From an optimization exercise on the open Yosys and OpenROAD flow, aimed at small area, a short achievable clock period and few clock cycles per item; shortcuts taken in it are not production practice. The RTL was checked by simulation tests, not by an equivalence proof against the original design. No activity file was given, so power comes from the tool's default toggle rates.

before:
==> module w4a8_gemm_top, before the edit <==
module w4a8_gemm_top (
  input  wire         ap_clk,
  input  wire         areset,
  input  wire         ap_start,
  input  wire         write_result,
  input  wire         a_req,
  input  wire  [31:0] a_data,
  input  wire         b_req,
  input  wire  [31:0] b_data,
  input  wire         out_ready,
  output wire         ap_idle,
  output wire         ap_done,
  output wire         ap_ready,
  output wire         a_ack,
  output wire         b_ack,
  output wire         out_valid,
  output wire  [31:0] out_data
);
  logic        run;        
  logic        done_q;
  logic        wr_q;
  logic        ack_a, ack_b;
  logic [1:0]  a_cnt;      
  logic        b_got;      
  logic [2:0]  cur;        
  logic [2:0]  sq;         
  logic [2:0]  pw;         
  logic        pv;         
  logic        ov;         
  logic [44-1:0] preg;
  logic [13:0] oreg;
  logic [31:0] areg;
  logic [31:0] breg;
  logic [44-1:0] part;
  logic [13:0] dot;
  wire xfer    = ov & out_ready;
  function automatic logic ok(input logic [2:0] w);
    ok = run & wr_q & b_got & ~w[2] & (w[1] ? (a_cnt == 2'd2) : (a_cnt == 2'd1));
  endfunction
  wire ld_rdy  = run & wr_q & pv & (pw == cur);
  wire o_free  = ~ov | out_ready;
  wire load    = ld_rdy & o_free;
  wire [2:0] cur_p1 = cur + 3'd1;
  wire [2:0] cur_p2 = cur + 3'd2;
  wire [2:0] cur_n  = load ? cur_p1 : cur;
  wire sq_ok   = ok(sq);
  wire [2:0] sq_n0  = (sq_ok & (sq == cur))    ? cur_p1 : cur;
  wire [2:0] sq_n1  = (sq_ok & (sq == cur_p1)) ? cur_p2 : cur_p1;
  wire [2:0] sq_n   = load ? sq_n1 : sq_n0;
  wire a_free  = (a_cnt == 2'd0) | ((a_cnt == 2'd1) & (~wr_q | cur[1]));
  wire a_free1 = (a_cnt == 2'd1) & cur[0] & ld_rdy;
  wire take_a  = run & a_req & ~ack_a & (a_free | (a_free1 & o_free));
  wire take_b  = run & b_req & ~ack_b & ~b_got;
  wire tiles   = (a_cnt == 2'd2) & ~ack_a & b_got & ~ack_b;
  wire fin     = run & tiles & (~wr_q | (cur[2] & (~ov | out_ready)));
  tile_mac_s1 mac_s1 (
    .a_row (areg),
    .b_row (sq[0] ? breg[31:16] : breg[15:0]),
    .part  (part)
  );
  tile_mac_s2 mac_s2 (
    .part  (preg),
    .dot   (dot)
  );
  always_ff @(posedge ap_clk) begin
    if (areset) begin
      run    <= 1'b0;
      done_q <= 1'b0;
      wr_q   <= 1'b0;
      ack_a  <= 1'b0;
      ack_b  <= 1'b0;
      a_cnt  <= '0;
      b_got  <= 1'b0;
      cur    <= '0;
      sq     <= '0;
      pw     <= '0;
      pv     <= 1'b0;
      ov     <= 1'b0;
    end else begin
      done_q <= fin;
      if (~run) begin
        if (ap_start & ~done_q) begin
          run   <= 1'b1;
          wr_q  <= write_result;
          a_cnt <= '0;
          b_got <= 1'b0;
          cur   <= '0;
          sq    <= '0;
        end
      end else if (fin) begin
        run <= 1'b0;
      end
      if (take_a) begin
        ack_a <= 1'b1;
        a_cnt <= a_cnt + 2'd1;
      end else if (~a_req) begin
        ack_a <= 1'b0;
      end
      if (take_b) begin
        ack_b <= 1'b1;
        b_got <= 1'b1;
      end else if (~b_req) begin
        ack_b <= 1'b0;
      end
      if (run) begin
        cur  <= cur_n;
        sq   <= sq_n;
      end
      pw   <= sq;
      pv   <= sq_ok;
      if (load) begin
        ov   <= 1'b1;
      end else if (xfer) begin
        ov   <= 1'b0;
      end
    end
  end
  always_ff @(posedge ap_clk) begin
    if (take_a) areg <= a_data;
    if (take_b) breg <= b_data;
    preg <= part;
    if (load)   oreg <= dot;
  end
  assign ap_idle   = ~run;
  assign ap_done   = done_q;
  assign ap_ready  = done_q;
  assign a_ack     = ack_a;
  assign b_ack     = ack_b;
  assign out_valid = ov;
  assign out_data  = {{18{oreg[13]}}, oreg};
endmodule
==> flow/config.mk <==
export PLATFORM = sky130hd
export DESIGN_NAME = w4a8_gemm_top
export DESIGN_NICKNAME = w4a8_gemm_top
export VERILOG_FILES = /design/flow/design.v
export SDC_FILE = /design/flow/constraint.sdc
export NUM_CORES = 4
export LEC_CHECK = 0
export CAP_MARGIN = 20
export CORE_MARGIN = 2
export CORE_UTILIZATION = 50
export CTS_BUF_LIST = sky130_fd_sc_hd__clkbuf_4 sky130_fd_sc_hd__clkbuf_8
export GPL_TIMING_DRIVEN = 1
export SLEW_MARGIN = 20
==> flow/constraint.sdc <==
create_clock -name core_clock -period 8.0 [get_ports {ap_clk}]
set_input_delay 1.6000 -clock core_clock [delete_from_list [all_inputs] [get_ports {ap_clk}]]
set_output_delay 1.6000 -clock core_clock [all_outputs]
set_load 0.01 [all_outputs]
standard.sh (not shown) runs the stock make flow with config.mk's settings and CLKGATE_MAP_FILE= SYNTH_SCRIPT=/design/flow/synth_recipe.tcl, a recipe that flattens the netlist after the stock synthesis.
==> flow/flow/run.sh <==
#!/bin/bash
set -euo pipefail
D=$PWD
SETUP_MARGIN=${SETUP_MARGIN:-5}
bash standard.sh synth > synth.log 2>&1
make -C "$FLOW_HOME" DESIGN_CONFIG=$D/config.mk WORK_HOME=$D/orfs CLKGATE_MAP_FILE= \
  SYNTH_SCRIPT=$D/synth_recipe.tcl \
  BUFFER_PORTS_ARGS="-buffer_cell sky130_fd_sc_hd__buf_2" \
  CTS_ARGS="-sink_clustering_enable -repair_clock_nets -dont_use_dummy_load -buf_list {sky130_fd_sc_hd__clkbuf_4 sky130_fd_sc_hd__clkbuf_8}" \
  SETUP_SLACK_MARGIN=$SETUP_MARGIN finish > layout.log 2>&1
R=$D/orfs/results/sky130hd/w4a8_gemm_top/base
: # left out here: write the final layout as DEF
Testbench counts of before, summed over its fixed seeds: cycles 31,250, jobs 3,200.
Setup changes, before to after
--- a/flow/design.v
+++ b/flow/design.v
@@ -291,6 +291,5 @@
   logic [2:0]  cur;        
   logic [2:0]  sq;         
-  logic [2:0]  pw;         
-  logic        pv;         
+  logic        phit;       
   logic        ov;         
   logic [44-1:0] preg;
@@ -304,5 +303,5 @@
     ok = run & wr_q & b_got & ~w[2] & (w[1] ? (a_cnt == 2'd2) : (a_cnt == 2'd1));
   endfunction
-  wire ld_rdy  = run & wr_q & pv & (pw == cur);
+  wire ld_rdy  = run & phit;
   wire o_free  = ~ov | out_ready;
   wire load    = ld_rdy & o_free;
@@ -311,6 +310,8 @@
   wire [2:0] cur_n  = load ? cur_p1 : cur;
   wire sq_ok   = ok(sq);
-  wire [2:0] sq_n0  = (sq_ok & (sq == cur))    ? cur_p1 : cur;
-  wire [2:0] sq_n1  = (sq_ok & (sq == cur_p1)) ? cur_p2 : cur_p1;
+  wire hit0    = sq_ok & (sq == cur);
+  wire hit1    = sq_ok & (sq == cur_p1);
+  wire [2:0] sq_n0  = hit0 ? cur_p1 : cur;
+  wire [2:0] sq_n1  = hit1 ? cur_p2 : cur_p1;
   wire [2:0] sq_n   = load ? sq_n1 : sq_n0;
   wire a_free  = (a_cnt == 2'd0) | ((a_cnt == 2'd1) & (~wr_q | cur[1]));
@@ -340,6 +341,5 @@
       cur    <= '0;
       sq     <= '0;
-      pw     <= '0;
-      pv     <= 1'b0;
+      phit   <= 1'b0;
       ov     <= 1'b0;
     end else begin
@@ -373,6 +373,5 @@
         sq   <= sq_n;
       end
-      pw   <= sq;
-      pv   <= sq_ok;
+      phit <= load ? hit1 : hit0;
       if (load) begin
         ov   <= 1'b1;
==> run summary <==
The run showing the smaller maximum number of pins on one net before global-route repair is after. From before to after the numbers moved as follows: netlist area before placement now sits lower; power consumed by combinational cells now sits lower; aggregate routed wire length now sits higher. In after, met2 layer wire length in the routed design is higher than in before. after vs. before: insertion delay of the later-clocked pin in the worst-skew pair now sits at about the same level, non-clock buffer instance count of the final layout now sits lower, worst hold slack now sits lower.
Testbench counts of after, summed over its fixed seeds: cycles 31,250, jobs 3,200.

re-timing with driven ports:
In the flow no input, the clock included, has a driving cell. The finished layouts below were timed again as built, in two steps.
Step 1 (the two cells are an assumption about what drives the block):
set clk [get_ports {ap_clk}]
set_driving_cell -lib_cell sky130_fd_sc_hd__clkbuf_16 $clk
set_driving_cell -lib_cell sky130_fd_sc_hd__buf_2 [delete_from_list [all_inputs] $clk]
Step 2 also shifts input and output timing later by t, the mid clock arrival at the registers, as if the neighbouring blocks saw the same clock.
a / b / c = ideal ports / drivers / drivers and shift; a / b = the first two.
| run | shift t [ns] | setup WS [ns] | clock arrival spread, ns | worst register clock-pin slew, ns |
|---|---|---|---|---|
| before | 0.468 | 5.090 / 5.090 / 4.669 | 0.028 / 0.028 | 0.08 / 0.08 |
| after | 0.475 | 5.040 / 5.040 / 4.683 | 0.032 / 0.032 | 0.09 / 0.09 |
After both steps setup and hold are still met in every run listed. For before, which loses most, drivers alone change the setup slack by 0.000 ns; drivers and shift together by -0.421 ns.
